Background: an optimization exercise with open tools, aiming at small area. Do not read the settings as production practice.
Where RTL was checked, it was by simulation tests only, not by an equivalence proof against the original.
For run 1, only the layout was checked, not whether the RTL still works.
Power figures rest on the tool's default switching activity, not on a simulated workload.

$ cat flow/flow/run.sh
#!/bin/bash
# Own flow: the standard layout (standard.sh) with these changes:
#  * synthesis: the standard synthesis script, with only the ABC mapping
#    script replaced by an area-oriented one (flow/area.abc). Registers are
#    mapped before ABC runs, so they keep the standard synthesis's names and
#    cell types;
#  * port buffers: every input and output port still gets a buffer, of the
#    smallest buffer cell;
#  * clock tree: no dummy loads, clkbuf_8 buffers, small sink clusters.
# Each tool's output goes to its own log in this folder (and ORFS's logs).
set -euo pipefail
W=$PWD
sed "s#@ABC_SCRIPT@#$W/flow/area.abc#" flow/synth.tcl > $W/own_synth.tcl
sed "s#SYNTH_SCRIPT=[^ ]*#SYNTH_SCRIPT=$W/own_synth.tcl#" standard.sh > $W/own_standard.sh
export BUFFER_PORTS_ARGS="-buffer_cell sky130_fd_sc_hd__buf_1"
export CTS_ARGS="-sink_clustering_enable -repair_clock_nets -dont_use_dummy_load -buf_list sky130_fd_sc_hd__clkbuf_8 -sink_clustering_size 10 -sink_clustering_max_diameter 100"
bash $W/own_standard.sh synth > $W/synth.log 2>&1
bash $W/own_standard.sh floorplan > $W/floorplan.log 2>&1
bash $W/own_standard.sh place > $W/place.log 2>&1
bash $W/own_standard.sh cts > $W/cts.log 2>&1
bash $W/own_standard.sh route > $W/route.log 2>&1
bash $W/own_standard.sh finish > $W/finish.log 2>&1
$ cat flow/flow/area.abc
strash
dc2
dch -f
&get -n
&nf -R 1000
&put
strash
dch -f
&get -n
&nf -R 1000
&put
strash
dch -f
&get -n
&nf -R 1000
&put
$ cat flow/flow/synth.tcl
proc synth {args} { yosys synth -nofsm -noshare {*}$args }
proc abc {args} {
  set i [lsearch -exact $args -script]
  if {$i >= 0} { lset args [expr {$i + 1}] {@ABC_SCRIPT@} }
  yosys abc {*}$args
}
source $::env(SCRIPTS_DIR)/synth.tcl
# left out here: clear keep_hierarchy, flatten, clean up, hide names made inside functions, write 1_2_yosys.v
$ cat flow/standard.sh
#!/bin/bash
# synth_recipe.tcl (not shown) runs the flow's synth.tcl, then flattens the netlist and writes it again
# the make line also repeats each setting of config.mk as NAME=value (left out here)
make -C /OpenROAD-flow-scripts/flow DESIGN_CONFIG=/design/flow/config.mk WORK_HOME=/design/flow/orfs CLKGATE_MAP_FILE= SYNTH_SCRIPT=/design/flow/synth_recipe.tcl "${@:-finish}"
$ cat flow/config.mk
export PLATFORM = sky130hd
export DESIGN_NAME = piece_move_ctl
export DESIGN_NICKNAME = piece_move_ctl
export VERILOG_FILES = /design/flow/design.v
export SDC_FILE = /design/flow/constraint.sdc
export NUM_CORES = 4
export LEC_CHECK = 0
export CAP_MARGIN = 20
export CORE_MARGIN = 2
export CORE_UTILIZATION = 40
export GPL_TIMING_DRIVEN = 0
export PLACE_DENSITY = 0.5
export SETUP_SLACK_MARGIN = 0.2
export SLEW_MARGIN = 20
$ cat flow/constraint.sdc
create_clock -name core_clock -period 7.0 [get_ports {clk}]
set_input_delay 1.4000 -clock core_clock [delete_from_list [all_inputs] [get_ports {clk}]]
set_output_delay 1.4000 -clock core_clock [all_outputs]
set_load 0.01 [all_outputs]
$ cat flow/design.v
module piece_move_ctl #(
   parameter bit CANCEL_ON_SRC = 1'b1
) (
   input  logic       clk,
   input  logic       rst_n,
   input  logic [5:0] mouse_position,
   input  logic       pick_piece,
   input  logic       place_piece,
   input  logic [5:0] draw_square,
   output logic [3:0] draw_piece,
   output logic       held_valid,
   output logic [3:0] held_piece,
   output logic       move_valid,
   output logic [5:0] move_src,
   output logic [5:0] move_dst,
   output logic [3:0] move_captured,
   input  logic       move_ready,
   input  logic       rx_move_valid,
   input  logic [5:0] rx_src,
   input  logic [5:0] rx_dst,
   output logic       rx_move_ready,
   output logic       turn
);
   localparam logic [2:0] S_IDLE   = 3'd0;
   localparam logic [2:0] S_PICK   = 3'd1;
   localparam logic [2:0] S_HOLD   = 3'd2;
   localparam logic [2:0] S_PLACE  = 3'd3;
   localparam logic [2:0] S_REPORT = 3'd4;
   logic [2:0] r_state;
   logic [2:0] w_state_nxt;
   logic [3:0] r_edge [32];
   logic [3:0] r_mid [32];
   logic       r_mid_valid;
   logic [3:0] w_sq [64];
   logic [5:0] r_src;
   logic [5:0] r_dst;
   logic [2:0] r_piece;
   logic [3:0] r_draw_piece;
   logic       r_turn;
   logic       w_idle, w_hold, w_place;
   logic       w_rx_fire;
   logic       w_we;
   logic [5:0] w_src_addr;
   logic [5:0] w_dst_addr;
   logic [5:0] w_rd_addr;
   logic [3:0] w_rd;
   logic [3:0] w_draw_rd;
   logic       w_pick_fire;
   logic       w_cancel;
   logic       w_own;
   logic       w_place_go;
   function automatic logic [3:0] start_code(input logic [5:0] sq);
      logic [2:0] back_type;
      case (sq[2:0])
         3'd0, 3'd7: back_type = 3'd4;
         3'd1, 3'd6: back_type = 3'd2;
         3'd2, 3'd5: back_type = 3'd3;
         3'd3:       back_type = 3'd5;
         default:    back_type = 3'd6;
      endcase
      case (sq[5:3])
         3'd0:    start_code = {1'b1, back_type};
         3'd1:    start_code = 4'h9;
         3'd6:    start_code = 4'h1;
         3'd7:    start_code = {1'b0, back_type};
         default: start_code = 4'h0;
      endcase
   endfunction
   function automatic logic [5:0] edge_sq(input int e);
      if (e < 16)
         edge_sq = 6'(e);
      else
         edge_sq = 6'(e + 32);
   endfunction
   for (genvar e = 0; e < 32; e++) begin : g_edge_sq
      assign w_sq[edge_sq(e)] = r_edge[e];
   end
   for (genvar m = 0; m < 32; m++) begin : g_mid_sq
      assign w_sq[16 + m] = r_mid[m];
   end
   assign w_idle    = (r_state == S_IDLE);
   assign w_hold    = (r_state == S_HOLD);
   assign w_place   = (r_state == S_PLACE);
   assign w_rx_fire = w_idle && rx_move_valid;
   assign w_we      = w_rx_fire || w_place;
   assign w_src_addr = w_idle ? rx_src : r_src;
   assign w_dst_addr = w_idle ? rx_dst : r_dst;
   assign w_rd_addr  = w_we ? w_src_addr : mouse_position;
   logic [7:0]  w_rd_row, w_rd_col, w_dst_row, w_dst_col;
   logic [63:0] w_rd_oh;
   logic [63:0] w_dst_oh;
   logic [3:0]  w_dr_hi;
   logic [15:0] w_dr_lo;
   logic [3:0]  w_dr_v [4];
   for (genvar k = 0; k < 8; k++) begin : g_dec
      assign w_rd_row[k]  = (w_rd_addr[5:3] == 3'(k)) && ((k < 2) || (k > 5) || r_mid_valid);
      assign w_rd_col[k]  = (w_rd_addr[2:0] == 3'(k));
      assign w_dst_row[k] = (w_dst_addr[5:3] == 3'(k));
      assign w_dst_col[k] = (w_dst_addr[2:0] == 3'(k));
   end
   for (genvar i = 0; i < 64; i++) begin : g_oh
      assign w_rd_oh[i]  = w_rd_row[i/8] && w_rd_col[i%8];
      assign w_dst_oh[i] = w_dst_row[i/8] && w_dst_col[i%8];
   end
   for (genvar k = 0; k < 4; k++) begin : g_dr_hi
      assign w_dr_hi[k] = (draw_square[5:4] == 2'(k)) && ((k == 0) || (k == 3) || r_mid_valid);
   end
   for (genvar k = 0; k < 16; k++) begin : g_dr_lo
      assign w_dr_lo[k] = (draw_square[3:0] == 4'(k));
   end
   always_comb begin
      w_rd = 4'h0;
      for (int i = 0; i < 64; i++)
         w_rd = w_rd | (w_sq[i] & {4{w_rd_oh[i]}});
      w_draw_rd = 4'h0;
      for (int g = 0; g < 4; g++) begin
         w_dr_v[g] = 4'h0;
         for (int k = 0; k < 16; k++)
            w_dr_v[g] = w_dr_v[g] | (w_sq[g*16+k] & {4{w_dr_lo[k]}});
         w_draw_rd = w_draw_rd | (w_dr_v[g] & {4{w_dr_hi[g]}});
      end
   end
   assign w_own         = (w_rd != 4'h0) && (w_rd[3] == r_turn);
   assign w_pick_fire   = w_idle && !rx_move_valid && pick_piece && w_own;
   assign w_cancel      = CANCEL_ON_SRC && (mouse_position == r_src);
   assign w_place_go    = w_hold && place_piece && !w_cancel && !w_own;
   always_ff @(posedge clk or negedge rst_n) begin
      if (!rst_n)
         r_turn <= 1'b0;
      else if (w_we)
         r_turn <= ~r_turn;
   end
   always_ff @(posedge clk or negedge rst_n) begin
      if (!rst_n)
         r_state <= S_IDLE;
      else
         r_state <= w_state_nxt;
   end
   always_comb begin
      w_state_nxt = r_state;
      case (r_state)
         S_IDLE:   if (w_pick_fire) w_state_nxt = S_PICK;
         S_PICK:   w_state_nxt = S_HOLD;
         S_HOLD: begin
            if (place_piece) begin
               if (w_cancel)
                  w_state_nxt = S_IDLE;
               else if (!w_own)
                  w_state_nxt = S_PLACE;
            end
         end
         S_PLACE:  w_state_nxt = S_REPORT;
         S_REPORT: if (move_ready) w_state_nxt = S_IDLE;
         default:  w_state_nxt = S_IDLE;
      endcase
   end
   logic [31:0] w_edge_set, w_edge_keep;
   for (genvar e = 0; e < 32; e++) begin : g_edge_we
      assign w_edge_set[e]  = w_we && w_dst_oh[edge_sq(e)];
      assign w_edge_keep[e] = !w_edge_set[e] && !(w_we && w_rd_oh[edge_sq(e)]);
   end
   always_ff @(posedge clk or negedge rst_n) begin
      if (!rst_n) begin
         for (int e = 0; e < 32; e++)
            r_edge[e] <= start_code(edge_sq(e));
      end else begin
         for (int e = 0; e < 32; e++)
            r_edge[e] <= (w_rd & {4{w_edge_set[e]}}) | (r_edge[e] & {4{w_edge_keep[e]}});
      end
   end
   always_ff @(posedge clk or negedge rst_n) begin
      if (!rst_n)
         r_mid_valid <= 1'b0;
      else
         r_mid_valid <= 1'b1;
   end
   logic [31:0] w_mid_set, w_mid_keep;
   for (genvar m = 0; m < 32; m++) begin : g_mid_we
      assign w_mid_set[m]  = w_we && w_dst_oh[16 + m];
      assign w_mid_keep[m] = !w_mid_set[m] && !(w_we && w_rd_oh[16 + m]) && r_mid_valid;
   end
   always_ff @(posedge clk) begin
      for (int m = 0; m < 32; m++)
         r_mid[m] <= (w_rd & {4{w_mid_set[m]}}) | (r_mid[m] & {4{w_mid_keep[m]}});
   end
   always_ff @(posedge clk or negedge rst_n) begin
      if (!rst_n)
         r_draw_piece <= 4'h0;
      else
         r_draw_piece <= w_draw_rd;
   end
   always_ff @(posedge clk) begin
      if (w_idle)
         r_src <= mouse_position;
      if (w_hold)
         r_dst <= mouse_position;
      if (w_pick_fire || w_place_go)
         r_piece <= w_rd[2:0];
   end
   assign draw_piece    = r_draw_piece;
   assign held_valid    = w_hold;
   assign held_piece    = {r_turn && (r_piece != 3'd0), r_piece};
   assign move_valid    = (r_state == S_REPORT);
   assign move_src      = r_src;
   assign move_dst      = r_dst;
   assign move_captured = {r_turn && (r_piece != 3'd0), r_piece};
   assign rx_move_ready = w_idle;
   assign turn          = r_turn;
endmodule
==> results_dict.tcl, run 1 <==
set metrics [dict create \
    path_class "flip-flop to flip-flop" \
    synthTopCellsByArea "dfxtp_1 (19%), dfrtp_1 (15%), a22o_1 (14%)" \
    cts_tree "built" \
    rows 66 \
    cts_resized 0 \
    p_clk_share_pct 24.5 \
    synth.net_count 1289 \
    multi_input_area_um2 6810 \
    worst_ep_arrival_time_ps 6590 \
    ys.warnings.count 5 \
    synth_edf_count 15 \
    slowest_delay_ps 720 \
    leakagePower_nw 5.32 \
    nNetsFinal 1425 \
    register_area_um2 6510 \
    synth_top_area_cell "dfxtp_1" \
    ir_drop_v 0.000337 \
    cts_setup_buffers 0 \
    synth_top_area_share_pct 19.4 \
    required_ps 7270 \
    dp.cells 1804 \
    drv_cap 0 \
    cts_buffers 31 \
    port_buffers 57 \
    cts.sink_count 280 \
    maxSlewViolCount 0 \
    worstSkewPairLatency_ps 640 \
    p_seq_share_pct 43.7 \
    grt_pass1_wl_um 98500 \
    core_um2 32500 \
    die_area_um2 34500 \
    ios 58 \
    dr.pass1.iters 8 \
    hold_violations 0 \
    n_fill_cell 3169 \
    final_antenna_net_count 0 \
    drt_iter0_markers 2343 \
    skew_ps 31.9 \
    cp-end-kind "flip-flop" \
    h-tree-depth 1 \
    path_clk_slew_ps 80 \
    critPathMaxFanout 28 \
    die_w_um 186 \
    fmax_mhz 158 \
    ys_ff_latch 280 \
    via_count 14000 \
    slowest_stage "nor4_1" \
    fin_crit_sh_pct 90.3 \
    maxSlewHeadroom_pct 20.2 \
    finalCriticalPeriod_ps 6320 \
    synthCells 1259 \
    remaining_drc_errors 0 \
    setup_viol 0 \
    outcome "timing/DRC/antenna clean" \
    worstMarginPinSlew_ps 1190 \
    finalSetupTns_ps 0 \
    grt_util_all_layers_pct 40.4 \
    clockBufferDepth 3 \
    antenna_found_initial 1 \
    postLayoutCellArea_um2 15200 \
    fp.dieH_um 186 \
    final_util_pct 46.6 \
    cts_root_buffer "clkbuf_8" \
    avgSynthCellArea_um2 10.5 \
    area_growth_pct 14.7 \
    p_switching_mw 1.59 \
    place.gp.congestion 1.09 \
    start_kind "flip-flop" \
    worstPathCellList "nor3_4 -> a21oi_1 -> buf_4 -> o21ai_0 -> nor2_1 -> nand2_1 -> nor2_1 -> a22oi_1 -> nand4_1 -> nor4_1 -> nand3_4 -> nor3_1 -> nor3_1 -> a21o_1 -> o31ai_1" \
    initial_core_util_pct 40.6 \
    power_mw 3.93 \
    dpl_cell_area_um2 14700 \
    intPower_mw 2.35 \
    fin_cells 1837 \
    first_global_vias 12900 \
    syn-cell-area_um2 13200 \
    via_per_inst 7.63 \
    wirelength_um 70100 \
    drive_above_1_share_pct 12.3 \
    gr-total-overflow 0 \
    grt_max_degree 43 \
    cts_hold_buf 0 \
    synthArstFlopShare_pct 48.9 \
    cellPowerDensity_nw_per_um2 259 \
    swShare_pct 40.3 \
    synth_ff_type "dfxtp_1" \
    hpwlAfterDp_um 52500 \
    p_comb_share_pct 31.8 \
    drt-wirelength-per-cell_um 38.1 \
    seq_area_frac_synth_pct 49.3 \
    min_path_type "flip-flop to flip-flop" \
    rsz0062_at_grt "false" \
    synth.distinct_cells 40 \
]
## layer usage
| layer | GRT usage [%] | wire, um | up-vias |
|---|---|---|---|
| met5 | 0 | 0 | - |
| met2 | 57.9 | 28600 | 1150 |
| met3 | 11.0 | 8110 | 285 |
| met1 | 55.7 | 28700 | 7008 |
| met4 | 20.6 | 4720 | 0 |
| li1 | - | - | 5578 |
## through the flow
step	setup WS [ps]	hold WS, ps
5_1_grt	376	534
3_5_place_dp	407	493
6_report	678	503
3_3_place_gp	-4310	484
2_1_floorplan	531	465
4_1_cts	904	507
## layout by cell type (no fill, tap or decap), drive strengths merged, types with 43 or more instances in the layout
cell,Yosys,final
dfrtp,81,81
a22o,210,210
a221oi,50,50
nor2,127,127
nand2,52,52
a22oi,181,181
dfstp,56,56
o21ai,71,71
nand4,45,45
a21oi,43,43
a32o,72,72
dfxtp,128,128
buf,4,107
## logic make-up after synthesis
| kind of cell | synth area share (%) |
|---|---|
| flops | 49.3 |
| compound gates | 38.3 |
| simple gates | 10.5 |
| other cells | 0.0284 |
| mux | 1.33 |
| buf+inv | 0.454 |
| xor+xnor | 0.0663 |
## power groups by stage
stage          clock network (mW)  logic [mW]  registers, mW
2_1_floorplan                   0       0.621           1.76
3_3_place_gp                    0        1.08           1.75
3_5_place_dp                    0        1.21           1.75
4_1_cts                     0.978        1.21           1.72
5_1_grt                      1.03        1.31           1.73
6_report                    0.963        1.25           1.72
## Yosys cell counts (all sizes together), types with 4 or more instances
cell type	n
a22oi	181
nand2	52
clkinv	8
mux2i	12
nor2	127
nor4	6
a22o	210
mux2	5
o21a	4
a221oi	50
nand3	36
dfxtp	128
dfstp	56
a32o	72
edfxtp	15
a21oi	43
nand2b	5
buf	4
nor3	21
o21ai	71
dfrtp	81
nand4	45
## registers in the layout (all words and copies together), names as in the netlist
name          cells
r_edge          128
r_mid_valid       1
r_dst             6
r_src             6
r_state           3
r_piece           3
r_turn            1
r_draw_piece      4
r_mid           128
## final timing paths
check | slack [ps] | to | start | cells after the start
min reg2reg | 500 | r_edge[13][3] | r_edge[13][3] | 2
min | 500 | r_edge[13][3] | r_edge[13][3] | 2
min in group asynchronous | 680 | r_draw_piece[3] | rst_n | 1
max in group asynchronous | 5320 | r_edge[14][0] | rst_n | 4
max | 680 | r_piece[0] | r_state[0] | 15
max reg2reg | 680 | r_piece[0] | r_state[0] | 15
## cell type report
type / instances / area share [%]
multi-input cells: 967 / 44.9
flip-flops and latches: 280 / 42.9
repair buffers: 103 / 5.25
well taps: 442 / 3.65
clock buffers: 31 / 2.81
plain buffers: 4 / 0.198
inverters: 8 / 0.198
diodes: 2 / 0.0330
## worst max-delay path: cells and delay by family, from the launching register on
kind                   cells  cell delay (ps)
AND/OR/NAND/NOR            9             3250
AO/OA/AOI/OAI              5             1970
flip-flops                 1              450
buffers and inverters      1              270
==> run 2, diff against run 1 <==
--- a/flow/design.v
+++ b/flow/design.v
@@ -155,16 +155,15 @@
       endcase
    end
-   logic [31:0] w_edge_set, w_edge_keep;
-   for (genvar e = 0; e < 32; e++) begin : g_edge_we
-      assign w_edge_set[e]  = w_we && w_dst_oh[edge_sq(e)];
-      assign w_edge_keep[e] = !w_edge_set[e] && !(w_we && w_rd_oh[edge_sq(e)]);
-   end
    always_ff @(posedge clk or negedge rst_n) begin
       if (!rst_n) begin
          for (int e = 0; e < 32; e++)
             r_edge[e] <= start_code(edge_sq(e));
-      end else begin
-         for (int e = 0; e < 32; e++)
-            r_edge[e] <= (w_rd & {4{w_edge_set[e]}}) | (r_edge[e] & {4{w_edge_keep[e]}});
+      end else if (w_we) begin
+         for (int e = 0; e < 32; e++) begin
+            if (w_dst_oh[edge_sq(e)])
+               r_edge[e] <= w_rd;
+            else if (w_rd_oh[edge_sq(e)])
+               r_edge[e] <= 4'h0;
+         end
       end
    end
==> flow/flow/area.abc (replaced) <==
strash
dc2
dch -f
&get -n
&nf -R 1000
&put
strash
dch -f
&get -n
&nf -R 1000
&put
--- a/flow/config.mk
+++ b/flow/config.mk
@@ -8,7 +8,7 @@
 export CAP_MARGIN = 20
 export CORE_MARGIN = 2
-export CORE_UTILIZATION = 40
+export CORE_UTILIZATION = 55
 export GPL_TIMING_DRIVEN = 0
-export PLACE_DENSITY = 0.5
+export PLACE_DENSITY = 0.65
 export SETUP_SLACK_MARGIN = 0.2
 export SLEW_MARGIN = 20
==> results_dict.tcl, run 2 <==
set metrics [dict create \
    post-place-ws_ps 426 \
    synthArstFlopShare_pct 48.9 \
    cts_root_buffer "clkbuf_8" \
    ys.warnings.count 5 \
    fin_hold_ws_ps 509 \
    setup_viol 0 \
    grt_pass1_wl_um 98400 \
    die_area_um2 25200 \
    dpl_cell_area_um2 14300 \
    skew_ps 58.2 \
    finalWorstSetupSlack_ps 611 \
    first_global_vias 13700 \
    wirelength_um 69000 \
    synthCells 1265 \
    syn-cell-area_um2 13200 \
    cp-end-kind "flip-flop" \
    place.gp.congestion 1.09 \
    port_buffers 57 \
    worstPathCellList "clkinv_1 -> nor3b_1 -> a21o_4 -> nand2_1 -> o21ai_0 -> nor2_1 -> nand2_1 -> nor2_1 -> a22oi_1 -> nand4_1 -> nor4_2 -> nand3_4 -> a21oi_1 -> nand3_1 -> o21ai_0" \
    synth_ff_type "dfxtp_1" \
    rows 56 \
    critPathMaxFanout 43 \
    hold_path_startpoint "r_edge[7][3]" \
    postLayoutCellArea_um2 14800 \
    avgSynthCellArea_um2 10.4 \
    hpwlAfterDp_um 50300 \
    maxSlewHeadroom_pct 12.6 \
    initial_core_util_pct 56.1 \
    core_um2 23500 \
    slowest_delay_ps 880 \
    clockBufferDepth 3 \
    path_class "flip-flop to flip-flop" \
    worst_ep_arrival_time_ps 6670 \
    ys_ff_latch 280 \
    start_kind "flip-flop" \
    cts_hold_buf 0 \
    die_w_um 159 \
    maxSlewViolCount 0 \
    cellPowerDensity_nw_per_um2 190 \
    drv_cap 0 \
    final_util_pct 62.8 \
    path_clk_slew_ps 80 \
    h-tree-depth 1 \
    holdPathStages 2 \
    gr-total-overflow 0 \
    synth.net_count 1295 \
    cts_tree "built" \
    remaining_drc_errors 0 \
    ios 58 \
    leakagePower_nw 5.37 \
    grt_max_degree 44 \
    grt_util_all_layers_pct 53.6 \
    final_antenna_net_count 0 \
    synth_top_area_cell "dfxtp_1" \
    reg2regPathDepth 15 \
    worstSkewPairLatency_ps 630 \
    layout_common_cells "a22o_1 (263), a22oi_1 (168), nor2_1 (137), dfxtp_1 (128), dfrtp_1 (80)" \
    worstMarginPinSlew_ps 1300 \
    n_fill_cell 1929 \
    power_mw 2.81 \
    via_count 14600 \
    fin_crit_sh_pct 91.3 \
    synth_edf_count 15 \
    cts_setup_buffers 0 \
    nNetsFinal 1414 \
    fp.dieH_um 159 \
    seq_area_frac_synth_pct 49.3 \
    rsz0062_at_grt "false" \
    ir_drop_v 0.000281 \
    via_per_inst 8.54 \
    yosysMostFrequentCell "a22o_1" \
    required_ps 7280 \
    cts_buffers 31 \
    synth.distinct_cells 39 \
    final_common_cell "a22o_1" \
    dr.pass1.iters 11 \
    cts.sink_count 280 \
    r2r-start "r_state[1]" \
    slowest_stage "a22oi_1" \
    drive_above_1_share_pct 10.6 \
    min_path_type "flip-flop to flip-flop" \
    area_growth_pct 12.1 \
    cts_resized 0 \
    antenna_found_initial 7 \
    drt-wirelength-per-cell_um 40.4 \
    multi_input_area_um2 6750 \
    fmax_mhz 157 \
    outcome "timing/DRC/antenna clean" \
    cp-startpoint "r_state[1]" \
    drt_iter0_markers 3295 \
    finalCriticalPeriod_ps 6390 \
    synth_top_area_share_pct 19.4 \
    synth_common_cells "a22o_1 (263), a22oi_1 (168), nor2_1 (146), dfxtp_1 (128), dfrtp_1 (81)" \
    register_area_um2 6510 \
    reg.largest.list "r_edge: 128 flops, r_mid: 128 flops" \
    synthTopCellsByArea "dfxtp_1 (19%), a22o_1 (17%), dfrtp_1 (15%)" \
    hold_violations 0 \
]
## run 2: cell count changes after synthesis, sizes merged, moves of 5 or more
| cell | change |
|---|---|
| a32o | -36 |
| nand2 | -5 |
| nor3 | -8 |
| nor2 | +19 |
| a21oi | +13 |
| a22o | +53 |
| o21ai | -15 |
| a22oi | -13 |
## run 2: worst paths after layout
check / end / slack [ps]
worst min register to register: r_edge[7][3] / 510
worst max register to register: r_piece[2] / 610
min in group asynchronous: r_state[0] / 600
max in group asynchronous: r_edge[31][2] / 5280
worst min-delay path: r_edge[7][3] / 510
worst max-delay path: r_piece[2] / 610
## run 2: layout make-up
type | instances | share of cell area [%]
buffer | 4 | 0.203
sequential | 280 | 44.0
inverter | 8 | 0.203
antenna | 7 | 0.118
tap | 319 | 2.70
clock buffer | 31 | 2.89
multi-input combinational | 973 | 45.7
timing repair buffer | 86 | 4.17
## run 2: through the flow
| stage | setup TNS, ps | instances |
|---|---|---|
| after floorplan | 0 | 1265 |
| after global placement | -814010 | 1641 |
| after detailed placement | 0 | 1670 |
| after CTS | 0 | 1701 |
| after global routing | 0 | 1701 |
| final | 0 | 1708 |
## run 2: where the power goes
group          total (mW)  switching (mW)  internal [mW]
clock               0.958           0.567          0.391
sequential           1.64          0.0111           1.62
combinational       0.221           0.170         0.0505
## run 2: logic make-up after synthesis
kind of cell    share of synthesized area [%]
flops                                    49.3
xor+xnor                                0.133
simple gates                             10.6
compound gates                           38.4
buf+inv                                 0.455
other cells                            0.0284
mux                                     0.996
## run 2: critical path: cells and delay by family (launching register included)
family / cells / cell delay, ps
compound gates: 5 / 2300
buf+inv: 1 / 170
flops: 1 / 450
simple gates: 9 / 3100
## run 2: layer usage
layer	vias to the layer above	wire (um)	global-route usage [%]
met5	-	13	0
met4	2	6720	36.8
met3	485	11700	23.6
met2	1634	27000	74.3
met1	6935	23500	67.1
li1	5529	-	-
==> run 3, diff against run 2 <==
--- a/flow/config.mk
+++ b/flow/config.mk
@@ -8,7 +8,7 @@
 export CAP_MARGIN = 20
 export CORE_MARGIN = 2
-export CORE_UTILIZATION = 55
+export CORE_UTILIZATION = 40
 export GPL_TIMING_DRIVEN = 0
-export PLACE_DENSITY = 0.65
+export PLACE_DENSITY = 0.5
 export SETUP_SLACK_MARGIN = 0.2
 export SLEW_MARGIN = 20
==> results_dict.tcl, run 3 <==
set metrics [dict create \
    final_antenna_net_count 0 \
    cts_buffers 31 \
    reg2regPathDepth 16 \
    cts_tree "built" \
    grt_pass1_wl_um 101000 \
    cp-end-kind "flip-flop" \
    skew_ps 94.3 \
    critPathMaxFanout 41 \
    required_ps 7250 \
    p_comb_share_pct 7.6 \
    synth_top_area_share_pct 19.4 \
    path_clk_slew_ps 80 \
    rsz0062_at_grt "false" \
    p_switching_mw 0.755 \
    maxSlewViolCount 0 \
    antenna_found_initial 0 \
    finalWorstSetupSlack_ps 796 \
    p_clk_share_pct 34.4 \
    fin_cells 1828 \
    ys_ff_latch 280 \
    remaining_drc_errors 0 \
    start_kind "flip-flop" \
    worst_ep_arrival_time_ps 6450 \
    fp.dieH_um 186 \
    reg.largest.list "r_edge: 128 flops, r_mid: 128 flops" \
    worstPathCellList "nor3_4 -> a21o_4 -> buf_12 -> nand2_1 -> o21ai_0 -> nor2_1 -> nand2_1 -> nor2_1 -> a22o_1 -> a221oi_1 -> nand3_1 -> nor4_1 -> nand3_4 -> nor3_1 -> a21oi_1 -> o21ai_0" \
    drt-wirelength-per-cell_um 39.3 \
    cts_hold_buf 0 \
    synthTopCellsByArea "dfxtp_1 (19%), a22o_1 (17%), dfrtp_1 (15%)" \
    swShare_pct 26.8 \
    rows 66 \
    synth_common_cells "a22o_1 (263), a22oi_1 (168), nor2_1 (146), dfxtp_1 (128), dfrtp_1 (81)" \
    syn-cell-area_um2 13200 \
    h-tree-depth 1 \
    wirelength_um 71900 \
    drt_iter0_markers 2529 \
    leakagePower_nw 5.38 \
    first_global_vias 12800 \
    dp.cells 1797 \
    slowest_delay_ps 900 \
    path_class "flip-flop to flip-flop" \
    synthCells 1265 \
    grt_max_degree 42 \
    hpwlAfterDp_um 53500 \
    synthArstFlopShare_pct 48.9 \
    cellPowerDensity_nw_per_um2 189 \
    drv_cap 0 \
    r2r-start "r_state[2]" \
    die_area_um2 34500 \
    fin_crit_sh_pct 88.6 \
    setup_viol 0 \
    cts_resized 0 \
    cts_setup_buffers 0 \
    p_seq_share_pct 58.0 \
    min_path_type "flip-flop to flip-flop" \
    register_area_um2 6510 \
    via_count 13900 \
    nNetsFinal 1418 \
    multi_input_area_um2 6750 \
    synth_top_area_cell "dfxtp_1" \
    worstSkewPairLatency_ps 690 \
    area_growth_pct 13.2 \
    synth.distinct_cells 39 \
    drive_above_1_share_pct 10.8 \
    seq_area_frac_synth_pct 49.3 \
    avgSynthCellArea_um2 10.4 \
    ys.warnings.count 5 \
    holdPathStages 2 \
    cts_root_buffer "clkbuf_8" \
    n_fill_cell 3196 \
    yosysMostFrequentCell "a22o_1" \
    ir_drop_v 0.000169 \
    hold_end "r_edge[6][3]" \
    core_um2 32500 \
    rrSetupSlack_ps 800 \
    finalCriticalPeriod_ps 6200 \
    port_buffers 57 \
    final_common_cell "a22o_1" \
    grt_util_all_layers_pct 41.8 \
    place.gp.congestion 1.07 \
    gr-total-overflow 0 \
    dr.pass1.iters 6 \
    diodes 0 \
    outcome "timing/DRC/antenna clean" \
    clockBufferDepth 3 \
    cts.sink_count 280 \
    hold_violations 0 \
    via_per_inst 7.62 \
    synth_edf_count 15 \
    regToRegEndpoint "r_piece[2]" \
    post-place-ws_ps 423 \
    intPower_mw 2.06 \
    ios 58 \
    slowest_stage "nor4_1" \
    worstMarginPinSlew_ps 1100 \
    die_w_um 186 \
    fmax_mhz 161 \
    layout_common_cells "a22o_1 (263), a22oi_1 (168), nor2_1 (137), dfxtp_1 (128), dfrtp_1 (80)" \
    initial_core_util_pct 40.6 \
    finalSetupTns_ps 0 \
    synth.net_count 1295 \
    synth_ff_type "dfxtp_1" \
    maxSlewHeadroom_pct 26.6 \
    hold_path_startpoint "r_edge[6][3]" \
]
-- run 3: cell count changes in the layout (fill, tap and decap cells not counted), moves of 2 or more --
cell,previous run,this run
diode_2,7,0
buf_4,11,16
buf_8,7,5
buf_6,3,5
-- run 3: final cells by class --
type	instances	share of cell area, %
timing repair buffer	90	4.25
clock buffer	31	2.86
buffer	4	0.201
sequential	280	43.6
tap	442	3.70
inverter	8	0.201
multi-input combinational	973	45.2
-- run 3: critical path, delay by kind of cell (launching register included) --
family	cells	cell delay, ps
AOI/OAI and AO/OA	6	1760
buffers and inverters	1	310
DFF	1	460
and+or+nand+nor	9	3280
-- run 3: power by group through the flow --
stage | Sequential [mW] | Clock [mW] | Combinational [mW]
6_report | 1.63 | 0.969 | 0.215
5_1_grt | 1.63 | 1.04 | 0.225
4_1_cts | 1.63 | 0.989 | 0.207
3_5_place_dp | 1.67 | 0 | 0.207
3_3_place_gp | 1.67 | 0 | 0.191
2_1_floorplan | 1.67 | 0 | 0.0949
-- run 3: through the flow --
step | util, % | hold WS [ps] | power (mW) | instance area (um2)
after floorplan | - | 465 | 1.76 | 13200
after global placement | 42.9 | 489 | 1.86 | 14000
after detailed placement | 44.6 | 494 | 1.87 | 14500
after CTS | 45.9 | 512 | 2.83 | 14900
after global routing | 45.9 | 535 | 2.90 | 14900
final | 45.9 | 514 | 2.82 | 14900
-- run 3: logic make-up after synthesis --
family	Yosys count	share of synthesized area [%]
xor gates and xnor gates	2	0.133
other	1	0.0284
AOI/OAI and AO/OA	648	38.4
muxes	13	0.996
buffers and inverters	12	0.455
DFF	280	49.3
and+or+nand+nor	309	10.6
-- run 3: per-layer routing --
metal	share of wire (%)	GRT usage, %	routed length, um
met5	0	0	0
met4	7.8	24.3	5590
met3	12	12.1	8910
met2	40	59.0	28800
met1	40	56.8	28600
-- run 3: how the worst max path moves through the flow --
stage,start,endpoint,cells past startpoint
2_1_floorplan,r_state[2],r_piece[0],13
3_3_place_gp,r_state[2],r_state[1],16
3_5_place_dp,rx_move_valid,r_piece[2],16
4_1_cts,r_state[2],r_piece[2],16
5_1_grt,r_state[2],r_piece[0],16
6_report,r_state[2],r_piece[2],16
==> run 4, diff against run 3 <==
--- a/flow/flow/run.sh
+++ b/flow/flow/run.sh
@@ -14,5 +14,5 @@
 sed "s#SYNTH_SCRIPT=[^ ]*#SYNTH_SCRIPT=$W/own_synth.tcl#" standard.sh > $W/own_standard.sh
 export BUFFER_PORTS_ARGS="-buffer_cell sky130_fd_sc_hd__buf_1"
-export CTS_ARGS="-sink_clustering_enable -repair_clock_nets -dont_use_dummy_load -buf_list sky130_fd_sc_hd__clkbuf_8 -sink_clustering_size 10 -sink_clustering_max_diameter 100"
+export CTS_ARGS="-sink_clustering_enable -repair_clock_nets -dont_use_dummy_load -buf_list sky130_fd_sc_hd__clkbuf_8 -sink_clustering_size 15 -sink_clustering_max_diameter 80"
 bash $W/own_standard.sh synth > $W/synth.log 2>&1
 bash $W/own_standard.sh floorplan > $W/floorplan.log 2>&1
--- a/flow/config.mk
+++ b/flow/config.mk
@@ -6,5 +6,5 @@
 export NUM_CORES = 4
 export LEC_CHECK = 0
-export CAP_MARGIN = 20
+export CAP_MARGIN = 10
 export CORE_MARGIN = 2
 export CORE_UTILIZATION = 40
@@ -12,3 +12,3 @@
 export PLACE_DENSITY = 0.5
 export SETUP_SLACK_MARGIN = 0.2
-export SLEW_MARGIN = 20
+export SLEW_MARGIN = 10
==> results_dict.tcl, run 4 <==
set metrics [dict create \
    holdPathStages 2 \
    gr-total-overflow 0 \
    cts.sink_count 280 \
    skew_ps 42.1 \
    syn-cell-area_um2 13200 \
    cts_setup_buffers 0 \
    dp.cells 1792 \
    critPathMaxFanout 41 \
    rows 66 \
    maxSlewHeadroom_pct 16.0 \
    cp-end-kind "flip-flop" \
    ys.warnings.count 5 \
    h-tree-depth 1 \
    synthArstFlopShare_pct 48.9 \
    min_path_type "flip-flop to flip-flop" \
    port_buffers 57 \
    dpl_cell_area_um2 14500 \
    synthTopCellsByArea "dfxtp_1 (19%), a22o_1 (17%), dfrtp_1 (15%)" \
    dr.pass1.iters 9 \
    leakagePower_nw 5.32 \
    seq_area_frac_synth_pct 49.3 \
    path_clk_slew_ps 100 \
    synth.distinct_cells 39 \
    reg2regPathDepth 17 \
    cts_buffers 23 \
    core_um2 32500 \
    cellPowerDensity_nw_per_um2 181 \
    cts_root_buffer "clkbuf_8" \
    worstMarginPinSlew_ps 1260 \
    grt_pass1_wl_um 99900 \
    drt_iter0_markers 2328 \
    antenna_found_initial 0 \
    finalSetupTns_ps 0 \
    hpwlAfterDp_um 53100 \
    grt_max_degree 44 \
    finalCriticalPeriod_ps 6500 \
    worstSkewPairLatency_ps 600 \
    postLayoutCellArea_um2 14800 \
    avgSynthCellArea_um2 10.4 \
    fin_cells 1816 \
    cts_hold_buf 0 \
    cts_tree "built" \
    worst_ep_arrival_time_ps 6750 \
    fin_hold_ws_ps 521 \
    grt_util_all_layers_pct 41.4 \
    drt-wirelength-per-cell_um 39.6 \
    die_area_um2 34500 \
    path_class "flip-flop to flip-flop" \
    setup_viol 0 \
    wirelength_um 71900 \
    area_growth_pct 12.3 \
    synth_common_cells "a22o_1 (263), a22oi_1 (168), nor2_1 (146), dfxtp_1 (128), dfrtp_1 (81)" \
    maxSlewViolCount 0 \
    place.gp.congestion 1.07 \
    synth_top_area_share_pct 19.4 \
    synthCells 1265 \
    hold_violations 0 \
    ios 58 \
    remaining_drc_errors 0 \
    final_common_cell "a22o_1" \
    via_per_inst 7.63 \
    fp.dieH_um 186 \
    via_count 13900 \
    yosysMostFrequentCell "a22o_1" \
    power_mw 2.69 \
    required_ps 7250 \
    rsz0062_at_grt "false" \
    start_kind "flip-flop" \
    initial_core_util_pct 40.6 \
    outcome "timing/DRC/antenna clean" \
    drive_above_1_share_pct 10.2 \
    synth_edf_count 15 \
    ys_ff_latch 280 \
    fmax_mhz 154 \
    first_global_vias 12700 \
    ir_drop_v 0.000142 \
    drv_cap 0 \
    final_antenna_net_count 0 \
    cts_resized 0 \
    synth_top_area_cell "dfxtp_1" \
    fin_crit_sh_pct 92.9 \
    reg.largest.list "r_edge: 128 flops, r_mid: 128 flops" \
    diodes 0 \
    synth_ff_type "dfxtp_1" \
    nNetsFinal 1406 \
    clockBufferDepth 3 \
    layout_common_cells "a22o_1 (263), a22oi_1 (168), nor2_1 (136), dfxtp_1 (128), dfrtp_1 (80)" \
    die_w_um 186 \
    synth.net_count 1295 \
]
==> run 4: cell count changes in the layout (fill, tap and decap cells not counted), sizes merged <==
cell	previous run	this run
clkbuf	31	23
buf	94	89
nand3	32	33
==> run 4: worst max-delay path: stages, from the launching register on <==
cell and delay [ps]:
dfrtp_1 460, nor3_4 490, buf_8 250, a21o_4 490, buf_12 310, nand2_1 100, o21ai_0 140, nor2_1 130
nand2_1 450, nor2_1 310, a22o_1 280, a221oi_1 210, nand3_1 120, nor4_2 870, nand3_4 630, nor3_1 300
a21oi_1 130, o21ai_0 440
==> run 4: power breakdown <==
| part | total [mW] | switching, mW | internal [mW] |
|---|---|---|---|
| clock network | 0.837 | 0.543 | 0.294 |
| logic | 0.215 | 0.166 | 0.0490 |
| registers | 1.63 | 0.0104 | 1.62 |
==> run 4: logic make-up (layout without fill, tap and decap cells) <==
| kind of cell | count (synthesis) | count (layout) | synth area share, % |
|---|---|---|---|
| compound gates | 648 | 648 | 38.4 |
| simple gates | 309 | 310 | 10.6 |
| flops | 280 | 280 | 49.3 |
| mux | 13 | 13 | 0.996 |
| buf+inv | 12 | 120 | 0.455 |
| xor+xnor | 2 | 2 | 0.133 |
| other cells | 1 | 1 | 0.0284 |
==> run 4: routing by layer <==
| metal | routed length (um) | global-route usage (%) |
|---|---|---|
| met5 | 0 | 0 |
| met4 | 5450 | 22.9 |
| met3 | 8730 | 10.9 |
| met2 | 28900 | 58.7 |
| met1 | 28800 | 57.0 |
==> run 4: final timing paths <==
kind | from | slack (ps) | to
worst max-delay path | r_state[2] | 500 | r_piece[2]
worst min-delay path | r_edge[7][3] | 520 | r_edge[7][3]
worst max register to register | r_state[2] | 500 | r_piece[2]
worst min register to register | r_edge[7][3] | 520 | r_edge[7][3]
max in group asynchronous | rst_n | 5090 | r_edge[26][0]
min in group asynchronous | rst_n | 790 | r_state[1]
==> run 4: layout make-up <==
class | count | area, um2
Fill cell | 3188 | 17700
Multi-Input combinational cell | 974 | 6770
Sequential cell | 280 | 6510
Timing Repair Buffer | 85 | 613
Tap cell | 442 | 553
Clock buffer | 23 | 317
Buffer | 4 | 30.0
Inverter | 8 | 30.0
==> run 4: metrics by stage <==
stage,utilization [%],setup WS [ps]
floorplan,-,297
global placement,42.9,-4240
detailed placement,44.5,17.1
CTS,45.5,499
global route,45.6,273
finish,45.6,498
==> run 5, diff against run 4 <==
--- a/flow/design.v
+++ b/flow/design.v
@@ -29,8 +29,7 @@
    logic [2:0] r_state;
    logic [2:0] w_state_nxt;
-   logic [3:0] r_edge [32];
-   logic [3:0] r_mid [32];
-   logic       r_mid_valid;
-   logic [3:0] w_sq [64];
+   logic       r_valid;
+   logic [3:0] w_sq [64];      
+   logic [255:0] w_board;      
    logic [5:0] r_src;
    logic [5:0] r_dst;
@@ -67,15 +66,6 @@
       endcase
    endfunction
-   function automatic logic [5:0] edge_sq(input int e);
-      if (e < 16)
-         edge_sq = 6'(e);
-      else
-         edge_sq = 6'(e + 32);
-   endfunction
-   for (genvar e = 0; e < 32; e++) begin : g_edge_sq
-      assign w_sq[edge_sq(e)] = r_edge[e];
-   end
-   for (genvar m = 0; m < 32; m++) begin : g_mid_sq
-      assign w_sq[16 + m] = r_mid[m];
+   for (genvar i = 0; i < 64; i++) begin : g_board
+      assign w_board[4*i +: 4] = w_sq[i];
    end
    assign w_idle    = (r_state == S_IDLE);
@@ -87,38 +77,21 @@
    assign w_dst_addr = w_idle ? rx_dst : r_dst;
    assign w_rd_addr  = w_we ? w_src_addr : mouse_position;
-   logic [7:0]  w_rd_row, w_rd_col, w_dst_row, w_dst_col;
-   logic [63:0] w_rd_oh;
-   logic [63:0] w_dst_oh;
-   logic [3:0]  w_dr_hi;
-   logic [15:0] w_dr_lo;
-   logic [3:0]  w_dr_v [4];
+   logic [7:0] w_rd_row, w_rd_col, w_dst_col, w_src_row_we, w_dst_row_we;
    for (genvar k = 0; k < 8; k++) begin : g_dec
-      assign w_rd_row[k]  = (w_rd_addr[5:3] == 3'(k)) && ((k < 2) || (k > 5) || r_mid_valid);
-      assign w_rd_col[k]  = (w_rd_addr[2:0] == 3'(k));
-      assign w_dst_row[k] = (w_dst_addr[5:3] == 3'(k));
-      assign w_dst_col[k] = (w_dst_addr[2:0] == 3'(k));
-   end
-   for (genvar i = 0; i < 64; i++) begin : g_oh
-      assign w_rd_oh[i]  = w_rd_row[i/8] && w_rd_col[i%8];
-      assign w_dst_oh[i] = w_dst_row[i/8] && w_dst_col[i%8];
-   end
-   for (genvar k = 0; k < 4; k++) begin : g_dr_hi
-      assign w_dr_hi[k] = (draw_square[5:4] == 2'(k)) && ((k == 0) || (k == 3) || r_mid_valid);
-   end
-   for (genvar k = 0; k < 16; k++) begin : g_dr_lo
-      assign w_dr_lo[k] = (draw_square[3:0] == 4'(k));
-   end
-   always_comb begin
-      w_rd = 4'h0;
-      for (int i = 0; i < 64; i++)
-         w_rd = w_rd | (w_sq[i] & {4{w_rd_oh[i]}});
-      w_draw_rd = 4'h0;
-      for (int g = 0; g < 4; g++) begin
-         w_dr_v[g] = 4'h0;
-         for (int k = 0; k < 16; k++)
-            w_dr_v[g] = w_dr_v[g] | (w_sq[g*16+k] & {4{w_dr_lo[k]}});
-         w_draw_rd = w_draw_rd | (w_dr_v[g] & {4{w_dr_hi[g]}});
-      end
-   end
+      assign w_rd_row[k]     = (w_rd_addr[5:3] == 3'(k));
+      assign w_rd_col[k]     = (w_rd_addr[2:0] == 3'(k));
+      assign w_src_row_we[k] = w_we && (w_rd_addr[5:3] == 3'(k));
+      assign w_dst_row_we[k] = w_we && (w_dst_addr[5:3] == 3'(k));
+      assign w_dst_col[k]    = (w_dst_addr[2:0] == 3'(k));
+   end
+   logic [3:0] w_rd_raw, w_draw_raw;
+   piece_move_rd_port u_rd_port (
+      .board(w_board), .row(w_rd_row), .col(w_rd_col), .q(w_rd_raw)
+   );
+   assign w_rd = r_valid ? w_rd_raw : start_code(w_rd_addr);
+   piece_move_draw_port u_draw_port (
+      .board(w_board), .square(draw_square), .q(w_draw_raw)
+   );
+   assign w_draw_rd = r_valid ? w_draw_raw : start_code(draw_square);
    assign w_own         = (w_rd != 4'h0) && (w_rd[3] == r_turn);
    assign w_pick_fire   = w_idle && !rx_move_valid && pick_piece && w_own;
@@ -156,30 +129,18 @@
    end
    always_ff @(posedge clk or negedge rst_n) begin
-      if (!rst_n) begin
-         for (int e = 0; e < 32; e++)
-            r_edge[e] <= start_code(edge_sq(e));
-      end else if (w_we) begin
-         for (int e = 0; e < 32; e++) begin
-            if (w_dst_oh[edge_sq(e)])
-               r_edge[e] <= w_rd;
-            else if (w_rd_oh[edge_sq(e)])
-               r_edge[e] <= 4'h0;
-         end
-      end
-   end
-   always_ff @(posedge clk or negedge rst_n) begin
-      if (!rst_n)
-         r_mid_valid <= 1'b0;
+      if (!rst_n)
+         r_valid <= 1'b0;
       else
-         r_mid_valid <= 1'b1;
-   end
-   logic [31:0] w_mid_set, w_mid_keep;
-   for (genvar m = 0; m < 32; m++) begin : g_mid_we
-      assign w_mid_set[m]  = w_we && w_dst_oh[16 + m];
-      assign w_mid_keep[m] = !w_mid_set[m] && !(w_we && w_rd_oh[16 + m]) && r_mid_valid;
-   end
-   always_ff @(posedge clk) begin
-      for (int m = 0; m < 32; m++)
-         r_mid[m] <= (w_rd & {4{w_mid_set[m]}}) | (r_mid[m] & {4{w_mid_keep[m]}});
+         r_valid <= 1'b1;
+   end
+   for (genvar i = 0; i < 64; i++) begin : g_sq
+      piece_move_sq #(
+         .START(start_code(6'(i)))
+      ) u_sq (
+         .clk(clk),
+         .dst_row(w_dst_row_we[i/8]), .dst_col(w_dst_col[i%8]),
+         .src_row(w_src_row_we[i/8]), .src_col(w_rd_col[i%8]),
+         .valid(r_valid), .d(w_rd), .q(w_sq[i])
+      );
    end
    always_ff @(posedge clk or negedge rst_n) begin
@@ -207,2 +168,63 @@
    assign turn          = r_turn;
 endmodule
+module piece_move_sq #(
+   parameter logic [3:0] START = 4'h0
+) (
+   input  logic       clk,
+   input  logic       dst_row,
+   input  logic       dst_col,
+   input  logic       src_row,
+   input  logic       src_col,
+   input  logic       valid,
+   input  logic [3:0] d,
+   output logic [3:0] q
+);
+   logic set, clr, keep, init;
+   assign set  = dst_row && dst_col;
+   assign clr  = src_row && src_col;
+   assign keep = !set && !clr && valid;
+   assign init = !set && !clr && !valid;
+   always_ff @(posedge clk)
+      q <= (d & {4{set}}) | (q & {4{keep}}) | (START & {4{init}});
+endmodule
+module piece_move_rd_port (
+   input  logic [255:0] board,
+   input  logic [7:0]   row,
+   input  logic [7:0]   col,
+   output logic [3:0]   q
+);
+   logic [3:0] v [8];
+   always_comb begin
+      q = 4'h0;
+      for (int r = 0; r < 8; r++) begin
+         v[r] = 4'h0;
+         for (int c = 0; c < 8; c++)
+            v[r] = v[r] | (board[4*(r*8+c) +: 4] & {4{col[c]}});
+         q = q | (v[r] & {4{row[r]}});
+      end
+   end
+endmodule
+module piece_move_draw_port (
+   input  logic [255:0] board,
+   input  logic [5:0]   square,
+   output logic [3:0]   q
+);
+   logic [3:0]  hi;
+   logic [15:0] lo;
+   logic [3:0]  v [4];
+   for (genvar k = 0; k < 4; k++) begin : g_hi
+      assign hi[k] = (square[5:4] == 2'(k));
+   end
+   for (genvar k = 0; k < 16; k++) begin : g_lo
+      assign lo[k] = (square[3:0] == 4'(k));
+   end
+   always_comb begin
+      q = 4'h0;
+      for (int g = 0; g < 4; g++) begin
+         v[g] = 4'h0;
+         for (int k = 0; k < 16; k++)
+            v[g] = v[g] | (board[4*(g*16+k) +: 4] & {4{lo[k]}});
+         q = q | (v[g] & {4{hi[g]}});
+      end
+   end
+endmodule
==> results_dict.tcl, run 5 <==
set metrics [dict create \
    outcome "timing/DRC/antenna clean" \
    synthCells 1311 \
    rows 65 \
    antenna_found_initial 0 \
    largest_reg_flops 256 \
    dr.pass1.iters 6 \
    ys.warnings.count 19 \
    grt_pass1_wl_um 83700 \
    maxSlewHeadroom_pct 16.6 \
    syn-cell-area_um2 12700 \
    die_w_um 182 \
    layout_common_cells "dfxtp_1 (256), a22o_1 (205), a22oi_1 (161), nand2_1 (109), nor2_1 (92)" \
    first_global_vias 12200 \
    cellPowerDensity_nw_per_um2 330 \
    postLayoutCellArea_um2 14500 \
    via_per_inst 7.11 \
    synth_ff_type "dfxtp_1" \
    hold_violations 0 \
    grt_max_degree 93 \
    critPathMaxFanout 25 \
    nNetsFinal 1461 \
    cp-end-kind "flip-flop" \
    initial_core_util_pct 40.3 \
    seq_area_frac_synth_pct 45.8 \
    h-tree-depth 1 \
    final_common_cell "dfxtp_1" \
    finalCriticalPeriod_ps 5900 \
    drv_cap 0 \
    required_ps 7460 \
    cts.sink_count 280 \
    synth.net_count 1343 \
    fin_crit_sh_pct 84.3 \
    leakagePower_nw 4.85 \
    cts_hold_buf 0 \
    finalSetupTns_ps 0 \
    reg2regPathDepth 17 \
    final_antenna_net_count 0 \
    synth_common_cells "dfxtp_1 (256), a22o_1 (206), a22oi_1 (161), nand2_1 (109), nor2_1 (106)" \
    cts_tree "built" \
    grt_util_all_layers_pct 33.6 \
    remaining_drc_errors 0 \
    wirelength_um 56900 \
    cts_root_buffer "clkbuf_8" \
    maxSlewViolCount 0 \
    path_class "primary input to flip-flop" \
    regMostFlops "g_sq.u_sq.q" \
    reg.largest.list "g_sq.u_sq.q: 256 flops, r_dst: 6 flops, r_src: 6 flops" \
    rsz0062_at_grt "false" \
    ys_ff_latch 280 \
    drt-wirelength-per-cell_um 31.1 \
    synth_top_area_share_pct 40.5 \
    worstMarginPinSlew_ps 1250 \
    clockBufferDepth 3 \
    avgSynthCellArea_um2 9.66 \
    ir_drop_v 0.000244 \
    setup_viol 0 \
    gr-total-overflow 0 \
    start_kind "primary input" \
    min_path_type "flip-flop to flip-flop" \
    die_area_um2 33100 \
    fmax_mhz 169 \
    drive_above_1_share_pct 6.59 \
    drt_iter0_markers 1647 \
    cts_setup_buffers 0 \
    dpl_cell_area_um2 14200 \
    worst_ep_arrival_time_ps 6360 \
    worstSkewPairLatency_ps 580 \
    area_growth_pct 14.3 \
    holdPathStages 2 \
    port_buffers 57 \
    synthTopCellsByArea "dfxtp_1 (40%), a22o_1 (14%), a22oi_1 (9.5%)" \
    cts_resized 0 \
    hpwlAfterDp_um 39500 \
    synthArstFlopShare_pct 3.21 \
    ios 58 \
    via_count 13000 \
    core_um2 31400 \
    synth_top_area_cell "dfxtp_1" \
    path_clk_slew_ps 100 \
    synth_edf_count 15 \
    fp.dieH_um 182 \
    yosysMostFrequentCell "dfxtp_1" \
    place.gp.congestion 0.930 \
    diodes 0 \
    cts_buffers 22 \
    synth.distinct_cells 45 \
    skew_ps 15.0 \
]
[run 5: changes by cell type after synthesis, sizes merged, moves of 11 or more]
cell    previous run  this run
and2               3        18
dfstp             56         0
a222oi             0        16
nand2             47       109
o21ai             56        80
dfrtp             81         9
o31ai              0        23
nand3             32        43
nor2             146       106
a22o             263       206
a211oi             0        33
dfxtp            128       256
a21oi             56        39
a221oi            51        40
[run 5: area by class of cell]
| type | count | area (um2) |
|---|---|---|
| timing repair buffer | 94 | 868 |
| clock buffer | 22 | 303 |
| buffer | 4 | 30.0 |
| inverter | 13 | 55.1 |
| sequential | 280 | 5800 |
| multi-input combinational | 1014 | 6910 |
| tap | 402 | 503 |
| fill | 3039 | 16900 |
[run 5: path summary, 6_finish.rpt]
path | slack [ps] | end | startpoint
min in group asynchronous | 870 | r_draw_piece[3] | rst_n
max | 1100 | r_state[1] | rx_move_valid
min reg2reg | 520 | g_sq[7].u_sq.q[0] | g_sq[7].u_sq.q[0]
min | 520 | g_sq[7].u_sq.q[0] | g_sq[7].u_sq.q[0]
max in group asynchronous | 5580 | r_valid | rst_n
max reg2reg | 1160 | g_sq[38].u_sq.q[0] | r_state[0]
[run 5: worst max-delay path: stages]
cell       delay, ps
buf_1            120
a21o_1           340
o21ai_0          710
and2_2           650
buf_12           270
a22o_1           160
a221oi_1          40
nand3_1          170
a22oi_1          130
nand4_1          120
nand2_1          720
a211oi_1         460
a21oi_1          120
nor4bb_1         480
nand2b_1         170
o2111ai_1        130
mux2i_1          140
[run 5: kinds of logic after synthesis]
logic type      count (synthesis)  share of synthesized area [%]
compound gates                650                           39.7
simple gates                  344                           12.3
flops                         280                           45.8
buf+inv                        17                          0.623
mux                            15                           1.21
fa+ha+maj                       2                          0.198
xor+xnor                        2                          0.138
other cells                     1                         0.0296
[run 5: power breakdown]
part	total (mW)	internal (mW)	switching (mW)
clock	0.823	0.282	0.541
sequential	1.87	1.74	0.126
combinational	2.09	0.565	1.52
total	4.78	2.59	2.19
[run 5: per-layer routing]
layer / GRT usage [%] / part of all wire [%]
met1: 46.1 / 42
met2: 52.8 / 44
met3: 5.84 / 9.1
met4: 13.4 / 4.5
met5: 0 / 0
[run 5: metrics by stage]
step / std cells / power (mW) / hold WS (ps) / setup WS [ps] / util, %
after CTS: 1828 / 4.73 / 514 / 456 / 46.1
after detailed placement: 1806 / 3.92 / 489 / 517 / 45.1
after floorplan: 1311 / 2.87 / 459 / 510 / -
after global routing: 1829 / 4.94 / 530 / 703 / 46.1
final: 1829 / 4.78 / 519 / 1100 / 46.1
after global placement: 1770 / 3.70 / 488 / -3570 / 42.7
==> run 6, diff against run 5 <==
--- a/flow/flow/run.sh
+++ b/flow/flow/run.sh
@@ -7,5 +7,7 @@
 #  * port buffers: every input and output port still gets a buffer, of the
 #    smallest buffer cell;
-#  * clock tree: no dummy loads, clkbuf_8 buffers, small sink clusters.
+#  * clock tree: no dummy loads, clkbuf_8 buffers, small sink clusters;
+#  * the repairs after placement and after global routing buffer nets with
+#    buffers of at most buf_4 (flow/small_buffers.tcl).
 # Each tool's output goes to its own log in this folder (and ORFS's logs).
 set -euo pipefail
@@ -14,4 +16,6 @@
 sed "s#SYNTH_SCRIPT=[^ ]*#SYNTH_SCRIPT=$W/own_synth.tcl#" standard.sh > $W/own_standard.sh
 export BUFFER_PORTS_ARGS="-buffer_cell sky130_fd_sc_hd__buf_1"
+export PRE_RESIZE_TCL=$W/flow/small_buffers.tcl
+export PRE_GLOBAL_ROUTE_TCL=$W/flow/small_buffers.tcl
 export CTS_ARGS="-sink_clustering_enable -repair_clock_nets -dont_use_dummy_load -buf_list sky130_fd_sc_hd__clkbuf_8 -sink_clustering_size 15 -sink_clustering_max_diameter 80"
 bash $W/own_standard.sh synth > $W/synth.log 2>&1
==> flow/flow/small_buffers.tcl (new file) <==
# Sourced before the placement and global-route repairs: buffer high-fanout
# and long nets with small buffers (up to buf_4) instead of the large ones.
set_dont_use [list \
  sky130_fd_sc_hd__buf_6 sky130_fd_sc_hd__buf_8 sky130_fd_sc_hd__buf_12 \
  sky130_fd_sc_hd__buf_16 sky130_fd_sc_hd__bufbuf_8 sky130_fd_sc_hd__bufbuf_16 \
  sky130_fd_sc_hd__bufinv_8 sky130_fd_sc_hd__bufinv_16 \
  sky130_fd_sc_hd__clkbuf_4 sky130_fd_sc_hd__clkbuf_8 sky130_fd_sc_hd__clkbuf_16]
==> results_dict.tcl, run 6 <==
set metrics [dict create \
    outcome "timing/DRC/antenna clean" \
    cp-end-kind "flip-flop" \
    drt_iter0_markers 1775 \
    reg2regPathDepth 21 \
    cts_resized 0 \
    p_seq_share_pct 40.3 \
    antenna_found_initial 1 \
    final_antenna_net_count 0 \
    die_w_um 182 \
    synthTopCellsByArea "dfxtp_1 (40%), a22o_1 (14%), a22oi_1 (9.5%)" \
    first_global_vias 12200 \
    cts_root_buffer "clkbuf_8" \
    p_comb_share_pct 41.8 \
    ir_drop_v 0.000166 \
    via_count 13000 \
    die_area_um2 33100 \
    finalCriticalPeriod_ps 6270 \
    syn-cell-area_um2 12700 \
    hold_end "g_sq[35].u_sq.q[2]" \
    synth_ff_type "dfxtp_1" \
    area_growth_pct 11.3 \
    synth_top_area_cell "dfxtp_1" \
    largest_reg_flops 256 \
    maxSlewHeadroom_pct 15.9 \
    cts.sink_count 280 \
    yosysMostFrequentCell "dfxtp_1" \
    rsz0062_at_grt "false" \
    place.gp.congestion 0.930 \
    ios 58 \
    maxSlewViolCount 0 \
    synth.net_count 1343 \
    cts_setup_buffers 0 \
    synthCells 1311 \
    diodes 0 \
    synth_edf_count 15 \
    cts_buffers 22 \
    ys.warnings.count 19 \
    swShare_pct 46.9 \
    gr-total-overflow 0 \
    hpwlAfterDp_um 39400 \
    fp.dieH_um 182 \
    path_clk_slew_ps 110 \
    drv_cap 0 \
    crit_path_frequent_cell "buf_4" \
    synth.distinct_cells 45 \
    nNetsFinal 1461 \
    cp-startpoint "r_state[0]" \
    hold_path_startpoint "g_sq[35].u_sq.q[2]" \
    post-place-ws_ps 219 \
    cellPowerDensity_nw_per_um2 329 \
    cts_tree "built" \
    reg.largest.list "g_sq.u_sq.q: 256 flops, r_dst: 6 flops, r_src: 6 flops" \
    fmax_mhz 159 \
    worst_ep_arrival_time_ps 6760 \
    drive_above_1_share_pct 6.59 \
    worstPathCellList "nor3_4 -> buf_4 -> mux2i_1 -> nand2_1 -> o21ai_0 -> and2_2 -> buf_4 -> a22o_1 -> a221oi_1 -> nand3_1 -> a22oi_1 -> nand4_1 -> a22o_4 -> buf_4 -> nor2_1 -> a211oi_1 -> a21oi_1 -> nor4bb_1 -> nand2b_1 -> o2111ai_1 -> mux2i_1" \
    regMostFlops "g_sq.u_sq.q" \
    grt_util_all_layers_pct 33.5 \
    slowest_delay_ps 640 \
    slowest_stage "and2_2" \
    grt_max_degree 76 \
    worstSkewPairLatency_ps 610 \
    dpl_cell_area_um2 13800 \
    finalSetupTns_ps 0 \
    h-tree-depth 1 \
    dp.cells 1806 \
    required_ps 7490 \
    fin_cells 1829 \
    rows 65 \
    start_kind "flip-flop" \
    skew_ps 45.5 \
    avgSynthCellArea_um2 9.66 \
    layout_common_cells "dfxtp_1 (256), a22o_1 (205), a22oi_1 (161), nand2_1 (109), nor2_1 (92)" \
    rrSetupSlack_ps 730 \
    worstMarginPinSlew_ps 1260 \
    min_path_type "flip-flop to flip-flop" \
    regToRegEndpoint "r_state[1]" \
    dr.pass1.iters 7 \
    wirelength_um 57100 \
    final_common_cell "dfxtp_1" \
    port_buffers 57 \
    ys_ff_latch 280 \
    clockBufferDepth 3 \
    final_util_pct 44.9 \
    synth_top_area_share_pct 40.5 \
    synthArstFlopShare_pct 3.21 \
    p_clk_share_pct 17.9 \
    leakagePower_nw 4.74 \
    r2r-start "r_state[0]" \
    via_per_inst 7.13 \
    fin_crit_sh_pct 89.6 \
    grt_pass1_wl_um 83400 \
    cts_hold_buf 0 \
    initial_core_util_pct 40.3 \
    drt-wirelength-per-cell_um 31.2 \
    hold_violations 0 \
    critPathMaxFanout 38 \
    remaining_drc_errors 0 \
    p_switching_mw 2.18 \
    path_class "flip-flop to flip-flop" \
    postLayoutCellArea_um2 14100 \
    holdPathStages 1 \
    synth_common_cells "dfxtp_1 (256), a22o_1 (206), a22oi_1 (161), nand2_1 (109), nor2_1 (106)" \
    core_um2 31400 \
    finalWorstSetupSlack_ps 729 \
    seq_area_frac_synth_pct 45.8 \
    intPower_mw 2.46 \
    setup_viol 0 \
]
-- run 6: cell counts after synthesis --
Identical to the previous run, type by type.
-- run 6: power by group through the flow --
stage	registers, mW	logic, mW	clock network [mW]
detailed placement	1.90	1.88	0
global placement	1.90	1.79	0
floorplan	1.87	1.00	0
global route	1.88	2.02	0.902
CTS	1.86	1.88	0.845
finish	1.87	1.94	0.832
-- run 6: stage by stage --
step / power, mW / hold slack [ps]
2_1_floorplan: 2.87 / 459
3_3_place_gp: 3.70 / 488
3_5_place_dp: 3.77 / 489
4_1_cts: 4.59 / 518
5_1_grt: 4.80 / 528
6_report: 4.64 / 520
-- run 6: how the worst max path moves through the flow --
stage	endpoint	cells after the start
final	r_state[1]	21
after global routing	r_state[1]	22
after floorplan	r_state[1]	16
after global placement	r_state[1]	15
after CTS	r_state[1]	20
after detailed placement	r_state[1]	19
-- run 6: worst max-delay path, delay by kind of cell (launching register included) --
kind	cells	cell delay [ps]
AOI/OAI and AO/OA	8	1580
DFF	1	450
buffers and inverters	3	1400
and+or+nand+nor	8	2270
muxes	2	400
-- run 6: kinds of logic after synthesis --
group / Yosys count / share of synthesized area, %
AO/OA/AOI/OAI: 650 / 39.7
XOR/XNOR: 2 / 0.138
adder cells (fa/ha/maj): 2 / 0.198
buffers and inverters: 17 / 0.623
flip-flops: 280 / 45.8
multiplexers: 15 / 1.21
other: 1 / 0.0296
AND/OR/NAND/NOR: 344 / 12.3
-- run 6: layout make-up --
type                       instances  area [um2]
buffer                             4        30.0
clock buffer                      22         303
fill                            3081       17300
inverter                          13        55.1
multi-input combinational       1014        6910
sequential                       280        5800
tap                              402         503
timing repair buffer              94         484
-- run 6: layer usage --
layer / global-route usage, % / vias up / wire (um)
met2: 51.6 / 792 / 24700
met4: 15.6 / 2 / 3060
met5: 0 / - / 11
met1: 45.1 / 6387 / 24100
li1: - / 5669 / -
met3: 7.20 / 187 / 5250
==> run 7, diff against run 6 <==
--- a/flow/flow/run.sh
+++ b/flow/flow/run.sh
@@ -9,5 +9,5 @@
 #  * clock tree: no dummy loads, clkbuf_8 buffers, small sink clusters;
 #  * the repairs after placement and after global routing buffer nets with
-#    buffers of at most buf_4 (flow/small_buffers.tcl).
+#    buffers of at most buf_2 (flow/small_buffers.tcl).
 # Each tool's output goes to its own log in this folder (and ORFS's logs).
 set -euo pipefail
==> flow/flow/small_buffers.tcl (replaced) <==
# Sourced before the placement and global-route repairs: buffer high-fanout
# and long nets with small buffers (up to buf_2) instead of the large ones.
set_dont_use [list \
  sky130_fd_sc_hd__buf_4 sky130_fd_sc_hd__buf_6 sky130_fd_sc_hd__buf_8 sky130_fd_sc_hd__buf_12 \
  sky130_fd_sc_hd__buf_16 sky130_fd_sc_hd__bufbuf_8 sky130_fd_sc_hd__bufbuf_16 \
  sky130_fd_sc_hd__bufinv_8 sky130_fd_sc_hd__bufinv_16 \
  sky130_fd_sc_hd__clkbuf_4 sky130_fd_sc_hd__clkbuf_8 sky130_fd_sc_hd__clkbuf_16]
==> results_dict.tcl, run 7 <==
set metrics [dict create \
    fin_crit_sh_pct 92.9 \
    yosysMostFrequentCell "dfxtp_1" \
    setup_viol 0 \
    area_growth_pct 10.9 \
    path_clk_slew_ps 110 \
    synth.net_count 1343 \
    remaining_drc_errors 0 \
    start_kind "primary input" \
    skew_ps 50.8 \
    required_ps 7470 \
    cp-end-kind "flip-flop" \
    rrSetupSlack_ps 570 \
    slowest_delay_ps 950 \
    synth_top_area_cell "dfxtp_1" \
    cts_tree "built" \
    r2r-start "r_state[2]" \
    synth_edf_count 15 \
    drive_above_1_share_pct 6.70 \
    drt-wirelength-per-cell_um 31.3 \
    ys_ff_latch 280 \
    diodes 0 \
    grt_util_all_layers_pct 33.8 \
    fin_cells 1834 \
    grt_pass1_wl_um 84400 \
    path_class "primary input to flip-flop" \
    synthArstFlopShare_pct 3.21 \
    clockBufferDepth 3 \
    syn-cell-area_um2 12700 \
    final_common_cell "dfxtp_1" \
    via_per_inst 7.12 \
    ys.warnings.count 19 \
    wirelength_um 57400 \
    initial_core_util_pct 40.3 \
    layout_common_cells "dfxtp_1 (256), a22o_1 (205), a22oi_1 (161), nand2_1 (109), nor2_1 (92)" \
    n_fill_cell 3106 \
    die_w_um 182 \
    power_mw 4.64 \
    via_count 13100 \
    hold_path_startpoint "g_sq[16].u_sq.q[1]" \
    critPathMaxFanout 34 \
    cts.sink_count 280 \
    drt_iter0_markers 1873 \
    nNetsFinal 1466 \
    drv_cap 0 \
    avgSynthCellArea_um2 9.66 \
    ir_drop_v 0.000168 \
    leakagePower_nw 4.77 \
    worst_ep_arrival_time_ps 6970 \
    ios 58 \
    gr-total-overflow 0 \
    outcome "timing/DRC/antenna clean" \
    synth.distinct_cells 45 \
    core_um2 31400 \
    synth_top_area_share_pct 40.5 \
    dp.cells 1806 \
    antenna_found_initial 1 \
    cts_hold_buf 0 \
    finalCriticalPeriod_ps 6500 \
    place.gp.congestion 0.930 \
    worstSkewPairLatency_ps 600 \
    holdPathStages 1 \
    maxSlewViolCount 0 \
    first_global_vias 12300 \
    regToRegEndpoint "g_sq[1].u_sq.q[0]" \
    hold_end "g_sq[16].u_sq.q[1]" \
    port_buffers 57 \
    reg2regPathDepth 18 \
    fp.dieH_um 182 \
    seq_area_frac_synth_pct 45.8 \
    largest_reg_flops 256 \
    hpwlAfterDp_um 39400 \
]
[run 7: changes by cell type in the layout (fill, tap and decap cells not counted), sizes merged]
cell          previous run  this run
dlymetal6s2s             0         1
nor3                    12        13
buf                     98       101
[run 7: final cells by class]
cell class / instances / area [um2] / area share [%]
sequential: 280 / 5800 / 41.3
clock buffer: 22 / 303 / 2.16
tap: 402 / 503 / 3.58
timing repair buffer: 98 / 429 / 3.06
inverter: 13 / 55.1 / 0.392
multi-input combinational: 1015 / 6920 / 49.3
buffer: 4 / 30.0 / 0.214
[run 7: where the power goes]
| group | total (mW) | switching [mW] | internal, mW |
|---|---|---|---|
| combinational | 1.94 | 1.52 | 0.423 |
| sequential | 1.87 | 0.131 | 1.74 |
| clock | 0.830 | 0.547 | 0.282 |
[run 7: what timing repair did]
item,4_1_cts,5_1_grt
endpoints found under the setup margin,39,38
resized for setup,2,1
cloned,1,1
setup buffers,0,3
pin swaps,1,1
[run 7: per-stage QoR]
step	TNS, ps	setup WS, ps	hold WS [ps]	area, um2	util [%]
2_1_floorplan	0	510	459	12700	-
3_3_place_gp	-512450	-3570	488	13400	42.7
3_5_place_dp	-2170	-356	487	13700	43.6
4_1_cts	0	319	513	14000	44.6
5_1_grt	0	231	538	14000	44.7
6_report	0	497	519	14000	44.7
[run 7: routing by layer]
layer	global-route usage (%)	share of wire (%)	wire [um]	vias to the layer above
li1	-	-	-	5689
met3	5.82	9.0	5180	160
met5	0	0	0	-
met4	14.6	4.8	2770	0
met1	46.6	43	24400	6424
met2	52.2	44	25000	788
[run 7: worst max-delay path by stage]
stage	from	endpoint	slack, ps	cells past startpoint
2_1_floorplan	rx_move_valid	r_state[1]	510	16
3_3_place_gp	r_state[0]	r_state[1]	-3570	15
3_5_place_dp	rx_move_valid	r_state[1]	-360	19
4_1_cts	r_state[2]	g_sq[1].u_sq.q[0]	320	16
5_1_grt	r_state[2]	r_state[1]	230	21
6_report	rx_move_valid	g_sq[1].u_sq.q[0]	500	17
[run 7: logic make-up after synthesis]
| kind of cell | count (synthesis) | synth area share [%] |
|---|---|---|
| buffers and inverters | 17 | 0.623 |
| AO/OA/AOI/OAI | 650 | 39.7 |
| other | 1 | 0.0296 |
| adder cells (fa/ha/maj) | 2 | 0.198 |
| XOR/XNOR | 2 | 0.138 |
| multiplexers | 15 | 1.21 |
| AND/OR/NAND/NOR | 344 | 12.3 |
| flip-flops | 280 | 45.8 |
[run 7: worst max-delay path, delay by kind of cell]
kind | cells | cell delay (ps)
compound gates | 6 | 1710
fa+ha+maj | 1 | 250
buf+inv | 5 | 1810
simple gates | 5 | 1740
